What follows belongs to an exercise in optimizing a design on an open flow for small area; a production flow would make more cautious choices. Only the layout flow was run in this run; the RTL was not checked for function there. Power is estimated from default activity; no workload was simulated.

==> flow/design.v <==
`timescale 1ns/1ps
package udp_app_pkg;
    typedef logic [7:0]  byte_t;      
    typedef logic [15:0] pkt_len_t;   
    typedef logic [31:0] pixel_t;     
    typedef logic [15:0] seq_t;       
    typedef struct packed {
        byte_t    data;
        logic     last;   
        pkt_len_t len;    
    } app_beat_t;
    typedef enum logic {IDLE, SEND} tx_state_t;
    typedef enum logic [1:0] {FREE, LOCK_MODE, LOCK_IMG, LOCK_LED} arb_state_t;
    localparam int       DEBOUNCE_CYCLES   = 16;   
    localparam int       DEBOUNCE_CNT_W    = $clog2(DEBOUNCE_CYCLES + 2);
    localparam byte_t    LED_CMD_TAG       = 8'hA5;
    localparam pkt_len_t LED_CMD_LEN       = 16'd4;
    localparam int       LED_PATTERNS      = 4;
    localparam int       LED_IDX_W         = $clog2(LED_PATTERNS);
    localparam pkt_len_t MODE_CMD_LEN      = 16'd2;
    localparam logic [15:0] MODE_CMD_A     = 16'h0001;
    localparam logic [15:0] MODE_CMD_B     = 16'h0003;
    localparam int       IMG_WORDS_PER_PKT = 4;
    localparam pkt_len_t IMG_PKT_LEN       = 16'd18;   
    localparam int       IMG_FIFO_DEPTH    = 16;
    localparam int       IMG_PTR_W         = $clog2(IMG_FIFO_DEPTH);
    localparam int       IMG_CNT_W         = IMG_PTR_W + 1;
endpackage
`timescale 1ns/1ps
module key_debounce (
    input  logic clk_25_out,
    input  logic key1,
    input  logic key,     
    output logic press    
);
    logic       key_meta;
    logic       key_sync;
    logic [4:0] cnt;
    logic       nxt;
    always_ff @(posedge clk_25_out or negedge key1)
    begin
        if (!key1)
        begin
            key_meta <= 1'b1;
            key_sync <= 1'b1;
        end
        else
        begin
            key_meta <= key;
            key_sync <= key_meta;
        end
    end
    always_comb
    begin
        case (cnt)
            5'b00000:  nxt = 1'b1;
            5'b00001:  nxt = 1'b1;
            5'b00011:  nxt = 1'b0;
            5'b00110:  nxt = 1'b0;
            5'b01100:  nxt = 1'b1;
            5'b11001:  nxt = 1'b0;
            5'b10010:  nxt = 1'b0;
            5'b00100:  nxt = 1'b1;
            5'b01001:  nxt = 1'b1;
            5'b10011:  nxt = 1'b1;
            5'b00111:  nxt = 1'b0;
            5'b01110:  nxt = 1'b1;
            5'b11101:  nxt = 1'b0;
            5'b11010:  nxt = 1'b1;
            5'b10101:  nxt = 1'b1;
            5'b01011:  nxt = 1'b1;
            5'b10111:  nxt = 1'b1;
            5'b01111:  nxt = 1'b1;
            5'b11111:  nxt = 1'b1;
            default: nxt = 1'bx;
        endcase
    end
    always_ff @(posedge clk_25_out or negedge key1)
    begin
        if (!key1)
            cnt <= '0;
        else if (key_sync)
            cnt <= '0;
        else
            cnt <= {cnt[3:0], nxt};
    end
    assign press = (cnt == 5'b01111);
endmodule
`timescale 1ns/1ps
`timescale 1ns/1ps
`timescale 1ns/1ps
`timescale 1ns/1ps
`timescale 1ns/1ps
module udp_app_top (
    input  logic                   clk_25_out,
    input  logic                   key1,             
    input  logic                   key2,             
    input  logic                   key3,             
    input  logic                   key4,             
    input  udp_app_pkg::pixel_t    img_word,
    input  logic                   img_word_valid,
    output logic                   img_word_ready,
    output udp_app_pkg::app_beat_t udp_tx,
    output logic                   udp_tx_valid,
    input  logic                   udp_tx_ready,
    output logic                   img_mode
);
    logic key2_press;
    logic key3_press;
    logic key4_press;
    key_debounce u_key2_db (.clk_25_out(clk_25_out), .key1(key1), .key(key2), .press(key2_press));
    key_debounce u_key3_db (.clk_25_out(clk_25_out), .key1(key1), .key(key3), .press(key3_press));
    key_debounce u_key4_db (.clk_25_out(clk_25_out), .key1(key1), .key(key4), .press(key4_press));
    logic [31:0] fifo_mem [16];
    logic [4:0]  wr_ptr;       
    logic [4:0]  rd_ptr;       
    logic        mode_pend;    
    logic        led_pend;
    logic        img_pend;
    logic        use_b;
    logic [1:0]  led_idx;
    logic [15:0] seq;
    logic [1:0]  lock;         
    logic [1:0]  cnt;          
    logic        dph;          
    logic free, g_mode, g_img, g_led, acc, last, toggle, push, pop, start, img_end, mode_end, led_end;
    assign free   = (lock == 2'd0);
    assign g_mode = (lock == 2'd1) || (free && mode_pend);
    assign g_img  = (lock == 2'd2) || (free && !mode_pend && img_mode && img_pend);
    assign g_led  = (lock == 2'd3) || (free && !mode_pend && !img_mode && led_pend);
    assign udp_tx_valid = g_mode || g_img || g_led;
    assign acc    = udp_tx_valid && udp_tx_ready;
    always_comb
    begin
        if (g_img)
            last = dph && (cnt == 2'd1) && (rd_ptr[1:0] == 2'd3);
        else if (g_led)
            last = (cnt == 2'd3);
        else
            last = cnt[0];
    end
    assign toggle = key3_press && !img_pend;
    assign img_word_ready = !((wr_ptr[3:0] == rd_ptr[3:0]) && (wr_ptr[4] != rd_ptr[4]));
    assign push   = img_word_valid && img_word_ready && img_mode;
    assign pop    = acc && g_img && dph && (cnt == 2'd1);
    assign img_end  = acc && g_img && last;
    assign mode_end = acc && g_mode && last;
    assign led_end  = acc && g_led && last;
    assign start  = (wr_ptr[4:2] != rd_ptr[4:2]);    
    logic [31:0]  head;
    logic [7:0]   img_byte;
    logic [255:0] mem_hi;
    logic [255:0] mem_lo;
    always_comb
    begin
        for (int i = 0; i < 16; i++)
        begin
            mem_hi[16 * i +: 16] = fifo_mem[i][31:16];
            mem_lo[16 * i +: 16] = fifo_mem[i][15:0];
        end
    end
    half_mux u_mux_hi (.words(mem_hi), .ptr(rd_ptr[3:0]), .word(head[31:16]));
    half_mux u_mux_lo (.words(mem_lo), .ptr(rd_ptr[3:0]), .word(head[15:0]));
    always_comb
    begin
        case ({~cnt[1], cnt[0]})
            2'd0:    img_byte = head[31:24];
            2'd1:    img_byte = head[23:16];
            2'd2:    img_byte = head[15:8];
            default: img_byte = head[7:0];
        endcase
    end
    always_comb
    begin
        udp_tx.last = last;
        udp_tx.len  = {11'd0, g_img, 1'b0, g_led && !g_img, !g_led || g_img, 1'b0};
        if (g_img)
            udp_tx.data = dph ? img_byte : (cnt[0] ? seq[7:0] : seq[15:8]);
        else if (g_led)
            case (cnt)
                2'd0:    udp_tx.data = 8'hA5;
                2'd1:    udp_tx.data = 8'h01;
                2'd2:    udp_tx.data = {6'd0, led_idx};
                default: udp_tx.data = {6'h3f, ~led_idx};
            endcase
        else
            udp_tx.data = cnt[0] ? {6'd0, use_b, 1'b1} : 8'h00;
    end
    always_ff @(posedge clk_25_out)
    begin
        if (push)
            fifo_mem[wr_ptr[3:0]] <= img_word;
    end
    always_ff @(posedge clk_25_out or negedge key1)
    begin
        if (!key1)
        begin
            wr_ptr    <= '0;
            rd_ptr    <= '0;
            mode_pend <= 1'b0;
            led_pend  <= 1'b0;
            img_pend  <= 1'b0;
            use_b     <= 1'b0;
            led_idx   <= '0;
            seq       <= '0;
            img_mode  <= 1'b0;
            lock      <= '0;
            cnt       <= '0;
            dph       <= 1'b0;
        end
        else
        begin
            wr_ptr <= toggle ? 5'd0 : wr_ptr + {4'd0, push};
            rd_ptr <= toggle ? 5'd0 : rd_ptr + {4'd0, pop};
            if (acc && last)
                lock <= 2'd0;
            else if (udp_tx_valid)
                lock <= g_mode ? 2'd1 : g_img ? 2'd2 : 2'd3;
            if (acc)
            begin
                cnt <= last ? 2'd0 : cnt + 1'b1;
                dph <= !last && (dph || cnt[0]);
            end
            if (!mode_pend)
                mode_pend <= key4_press;
            else if (acc && g_mode && last)
            begin
                mode_pend <= 1'b0;
                use_b     <= !use_b;
            end
            if (!led_pend)
            begin
                if (key2_press)
                begin
                    led_pend <= 1'b1;
                    led_idx  <= led_idx + 1'b1;
                end
            end
            else if (acc && g_led && last)
                led_pend <= 1'b0;
            seq <= (toggle && !img_mode) ? 16'd0 : seq + {15'd0, img_end};
            if (!img_pend)
            begin
                if (toggle)
                    img_mode <= !img_mode;
                else if (img_mode && start)
                    img_pend <= 1'b1;
            end
            else if (img_end)
                img_pend <= 1'b0;
        end
    end
endmodule
module half_mux (
    input  logic [255:0] words,
    input  logic [3:0]   ptr,
    output logic [15:0]  word
);
    logic [15:0] sel;
    logic [5:0]  grp_n [16];
    always_comb
    begin
        for (int i = 0; i < 16; i++)
            sel[i] = (ptr == 4'(i));
    end
    for (genvar b = 0; b < 16; b++)
    begin : g_bit
        for (genvar g = 0; g < 5; g++)
        begin : g_grp
            aoi222 u_aoi (
                .a0(sel[3 * g]),     .b0(words[16 * (3 * g) + b]),
                .a1(sel[3 * g + 1]), .b1(words[16 * (3 * g + 1) + b]),
                .a2(sel[3 * g + 2]), .b2(words[16 * (3 * g + 2) + b]),
                .y(grp_n[b][g])
            );
        end
        assign grp_n[b][5] = !(sel[15] && words[16 * 15 + b]);
        assign word[b] = !(&grp_n[b]);
    end
endmodule
module aoi222 (
    input  logic a0, b0, a1, b1, a2, b2,
    output logic y
);
    assign y = !((a0 && b0) || (a1 && b1) || (a2 && b2));
endmodule
==> flow/flow/run.sh <==
#!/bin/bash
# The standard layout (the standard.sh, standard synthesis included) with
# two changes: every port is buffered by a plain buf_1 instead of the
# delay-cell buffer buffer_ports picks by default, and clock tree synthesis
# adds no dummy load cells.
set -euo pipefail
export BUFFER_PORTS_ARGS="-buffer_cell sky130_fd_sc_hd__buf_1"
export CTS_ARGS="-sink_clustering_enable -repair_clock_nets -sink_clustering_size 16 -sink_clustering_max_diameter 100 -buf_list sky130_fd_sc_hd__clkbuf_8 -dont_use_dummy_load"
bash standard.sh > layout.log 2>&1
==> flow/standard.sh <==
#!/bin/bash
# synth_recipe.tcl (not shown) runs the flow's synth.tcl, then flattens the netlist and writes it again
# the make line also repeats each setting of config.mk as NAME=value (left out here)
make -C /OpenROAD-flow-scripts/flow DESIGN_CONFIG=/design/flow/config.mk WORK_HOME=/design/flow/orfs CLKGATE_MAP_FILE= SYNTH_SCRIPT=/design/flow/synth_recipe.tcl "${@:-finish}"
==> flow/config.mk <==
export PLATFORM = sky130hd
export DESIGN_NAME = udp_app_top
export DESIGN_NICKNAME = udp_app_top
export VERILOG_FILES = /design/flow/design.v
export SDC_FILE = /design/flow/constraint.sdc
export NUM_CORES = 4
export LEC_CHECK = 0
export CAP_MARGIN = 10
export CORE_MARGIN = 2
export CORE_UTILIZATION = 75
export PLACE_DENSITY = 0.82
export SETUP_SLACK_MARGIN = 0.1
export SLEW_MARGIN = 10
export SYNTH_HIERARCHICAL = 1
==> flow/constraint.sdc <==
create_clock -name core_clock -period 5.0 [get_ports {clk_25_out}]
set_input_delay 1.0000 -clock core_clock [delete_from_list [all_inputs] [get_ports {clk_25_out}]]
set_output_delay 1.0000 -clock core_clock [all_outputs]
set_load 0.01 [all_outputs]
==> flow_metrics.tcl <==
set metrics [dict create \
    p_per_area_mw_per_mm2 381.4 \
    period_share_pct 96.86 \
    drtAntennaViolNets 0 \
    cp-end-kind "primary output" \
    finalMaxSlewViolations 0 \
    yosysTopAreaCell "edfxtp_1" \
    timing.final.hold_violations 0 \
    worstPathRequired_ns 4.00 \
    ctsHoldBuffers 0 \
    drt-initial-drc-count 2375 \
    die_w_microns 172.4 \
    path_class "reg -> out" \
    rows 61 \
    synth_edf_count 512 \
    timing.fmax_mhz 206.5 \
    ys_top_cells_by_count "edfxtp_1 (512), a222oi_1 (168), nor2_1 (58)" \
    io_buffers 53 \
    rr_startpoint "wr_ptr[2]$_DFF_PN0_" \
    area_growth_pct 8.335 \
    slew_headroom_pct 31.62 \
    async_reset_ff_share_pct 10.33 \
    overflow 0 \
    rrSetupSlack_ns 1.93 \
    status "no timing/DRC/antenna violations" \
    fin_skew_ns 0.02796 \
    cpPeakStageDelay_ns 0.59 \
    vias_per_cell 7.395 \
    setup_viol 0 \
    root_buffer "clkbuf_8" \
    cp_slowest_cell "dfrtp_4" \
    p_total_mw 8.789 \
    grt_max_degree 60 \
    cts_buffers 41 \
    via_count 12513 \
    wl_per_cell_microns 29.27 \
    multi_input_area_sq_mm 0.004375 \
    cts_sinks 571 \
    boundaryPins 67 \
    synth-seq-area-share_pct 79.25 \
    rsz0062_at_grt "true" \
    yosysTopAreaCellShare_pct 72.27 \
    htree_levels 2 \
    grt_pass1_vias 12284 \
    tightestPinTransition_ns 1.022 \
    yosysUniqueCellTypes 63 \
    start_util_pct 76.36 \
    synth-seq-cells 571 \
    fin_nets 1367 \
    reg2reg_depth 9 \
    period_needed_ns 4.843 \
    cp_max_fo 14 \
    seq_area_sq_mm 0.01687 \
    syn_inst 1177 \
    grt_usage_pct 34.35 \
    finalSetupTns_ns 0 \
    gp_congestion 0.8570 \
    clk_pin_slew_worst_paths_ns 0.10 \
    synth_area_leaders "edfxtp_1 (72%), a222oi_1 (7.9%), dfrtp_1 (6.2%)" \
    power_leakage_nw 7.735 \
    worstPathArrival_ns 3.84 \
    yosysMostFrequentCell "edfxtp_1" \
    hold_path.class "reg -> reg" \
    fill_cells 1336 \
    layout-drive-gt1-share_pct 13.55 \
    insertion_delay_ns 0.58 \
    fin_util_pct 82.73 \
    antenna_found_initial 0 \
    peakVddDrop_uv 421.3 \
    endpoint "udp_tx[24]" \
    syn_area_sq_mm 0.02127 \
    n_antenna_cell 0 \
    wirelength_microns 49520 \
    drcViolationCount 0 \
    start_kind "register" \
    core_area_sq_mm 0.02786 \
    avgSynthCellArea_sq_um 18.07 \
    first_pass_iters 10 \
    maxCapViolCount 0 \
    path_cells "buf_4 > nand2_1 > nor2_2 > buf_4 > a222oi_1 > nand2_1 > a211o_1 > a222oi_1 > nor2_1 > a21oi_1 > o221ai_1 > buf_1" \
    yosys_warnings 11 \
    die_h_microns 172.4 \
    crit_start "rd_ptr[3]$_DFF_PN0_" \
    dieArea_sq_mm 0.02973 \
    grt_pass1_wl_microns 73660 \
    clockBufferDepth 3 \
    synthFlopType "edfxtp_1" \
    dp_hpwl_microns 29250 \
    r2r-end "wr_ptr[4]$_DFF_PN0_" \
    cts_tree "built" \
]
[worst max-delay path: cells and delay by family (launching register included)]
kind / cells / cell delay [ns]
flops: 1 / 0.59
compound gates: 5 / 1.57
buf+inv: 3 / 0.58
simple gates: 4 / 0.55
[how the worst min path moves through the flow]
stage / start / end / cells past startpoint
floorplan: u_key2_db.key_meta$_DFF_PN1_ / u_key2_db.key_sync$_DFF_PN1_ / 0
CTS: u_key2_db.key_meta$_DFF_PN1_ / u_key2_db.key_sync$_DFF_PN1_ / 0
global placement: u_key3_db.key_meta$_DFF_PN1_ / u_key3_db.key_sync$_DFF_PN1_ / 0
finish: u_key2_db.key_meta$_DFF_PN1_ / u_key2_db.key_sync$_DFF_PN1_ / 0
detailed placement: u_key2_db.key_meta$_DFF_PN1_ / u_key2_db.key_sync$_DFF_PN1_ / 0
global route: u_key2_db.key_meta$_DFF_PN1_ / u_key2_db.key_sync$_DFF_PN1_ / 0
[placed cells by master, fill, tap and decap left out, types with 4 or more instances in the layout]
master,instances
edfxtp_1,512
a222oi_1,168
buf_4,66
nand2_1,57
nor2_1,52
buf_1,52
dfrtp_1,49
nand3_1,41
clkbuf_8,41
a211o_1,32
nor3_2,18
a21oi_1,17
inv_1,16
nor2b_1,15
xor2_1,15
conb_1,13
ha_1,12
nand2b_1,10
nand4_1,9
xnor2_1,9
mux2i_1,7
o221ai_1,7
nor4_2,7
o211ai_1,6
o21ai_0,6
nor2_2,6
dfstp_2,6
or3_1,4
nand2b_2,4
[cell type report]
| cell class | instances | share of cell area [%] |
|---|---|---|
| Sequential cell | 571 | 73.20 |
| Multi-Input combinational cell | 566 | 18.99 |
| Timing Repair Buffer | 119 | 3.019 |
| Clock buffer | 41 | 2.449 |
| Tap cell | 378 | 2.052 |
| Inverter | 17 | 0.2986 |
[modules after synthesis, one instance, submodules excluded]
module,flops+latches,area (sq um),times used,cells inside
aoi222,0,10.01,160,1
half_mux,0,412.9,2,72
key_debounce,7,235.2,3,18
udp_app_top,550,18140,1,819
[layer usage]
metal / routed length (microns) / track usage [%]
met2: 24100 / 54.89
met1: 17690 / 48.27
met4: 1764 / 13.88
met3: 5960 / 5.951
met5: 0 / 0
[power breakdown]
group / leakage, nW / switching, mW / internal [mW]
Sequential: 5.36 / 0.0946 / 5.24
Clock: 0.295 / 1.30 / 0.740
Combinational: 2.08 / 0.909 / 0.512
[through the flow]
stage / cells / cell area (sq um) / hold slack (ns) / setup slack, ns
2_1_floorplan: 1189 / 21330 / 0.3452 / -0.2248
3_3_place_gp: 1639 / 22330 / 0.3461 / 0.6228
3_5_place_dp: 1639 / 22330 / 0.3491 / 0.5158
4_1_cts: 1680 / 22910 / 0.3624 / 0.1163
5_1_grt: 1692 / 23050 / 0.3641 / 0.08426
6_report: 1692 / 23050 / 0.3610 / 0.1569
[cells by family after synthesis]
| family | share of synthesized area (%) |
|---|---|
| AO/OA/AOI/OAI | 11.22 |
| XOR/XNOR | 0.9882 |
| adder cells (fa/ha/maj) | 0.7058 |
| buffers and inverters | 1.494 |
| flip-flops | 79.25 |
| multiplexers | 0.4352 |
| other | 0.01763 |
| AND/OR/NAND/NOR | 5.888 |
[registers in the layout (all words and copies together) (netlist names), 2 cells and up]
name           count
cnt                2
fifo_mem         512
wr_ptr             5
lock               2
u_key3_db.cnt      5
u_key4_db.cnt      5
led_idx            2
seq               16
rd_ptr             5
u_key2_db.cnt      5
[timing repair]
action | 4_1_cts | 5_1_grt
setup buffers | 0 | 12
endpoints found under the setup margin | 8 | 7
resized for setup | 6 | 15
pin swaps | 1 | 6

## re-timing with driven ports
How much do the figures lean on ideal ports? The routed layout below was timed once more, with nothing changed but the port constraints. Step 1 (the two cells are an assumption about what drives the block):
set clk [get_ports {clk_25_out}]
set_driving_cell -lib_cell sky130_fd_sc_hd__clkbuf_16 $clk
set_driving_cell -lib_cell sky130_fd_sc_hd__buf_2 [delete_from_list [all_inputs] $clk]
Step 2 adds t to the input delays and takes it off the output delays; t is the mean of the earliest and latest rising clock arrival at the registers after step 1. Input paths then give back, and output paths get back, about the clock's delay inside the block. Three values: ideal ports, drivers, drivers and shift; two values: the first two.
t (ns): 0.609
setup WS [ns]: 0.157 / 0.112 / 0.721
worst setup path after step 2: register to output
worst register clock-pin slew, ns: 0.10 / 0.10
pins driven straight from the clock port: 1
After both steps this run still meets setup and hold. For this run, drivers alone change the setup slack by -0.045 ns; drivers and shift together by +0.564 ns.
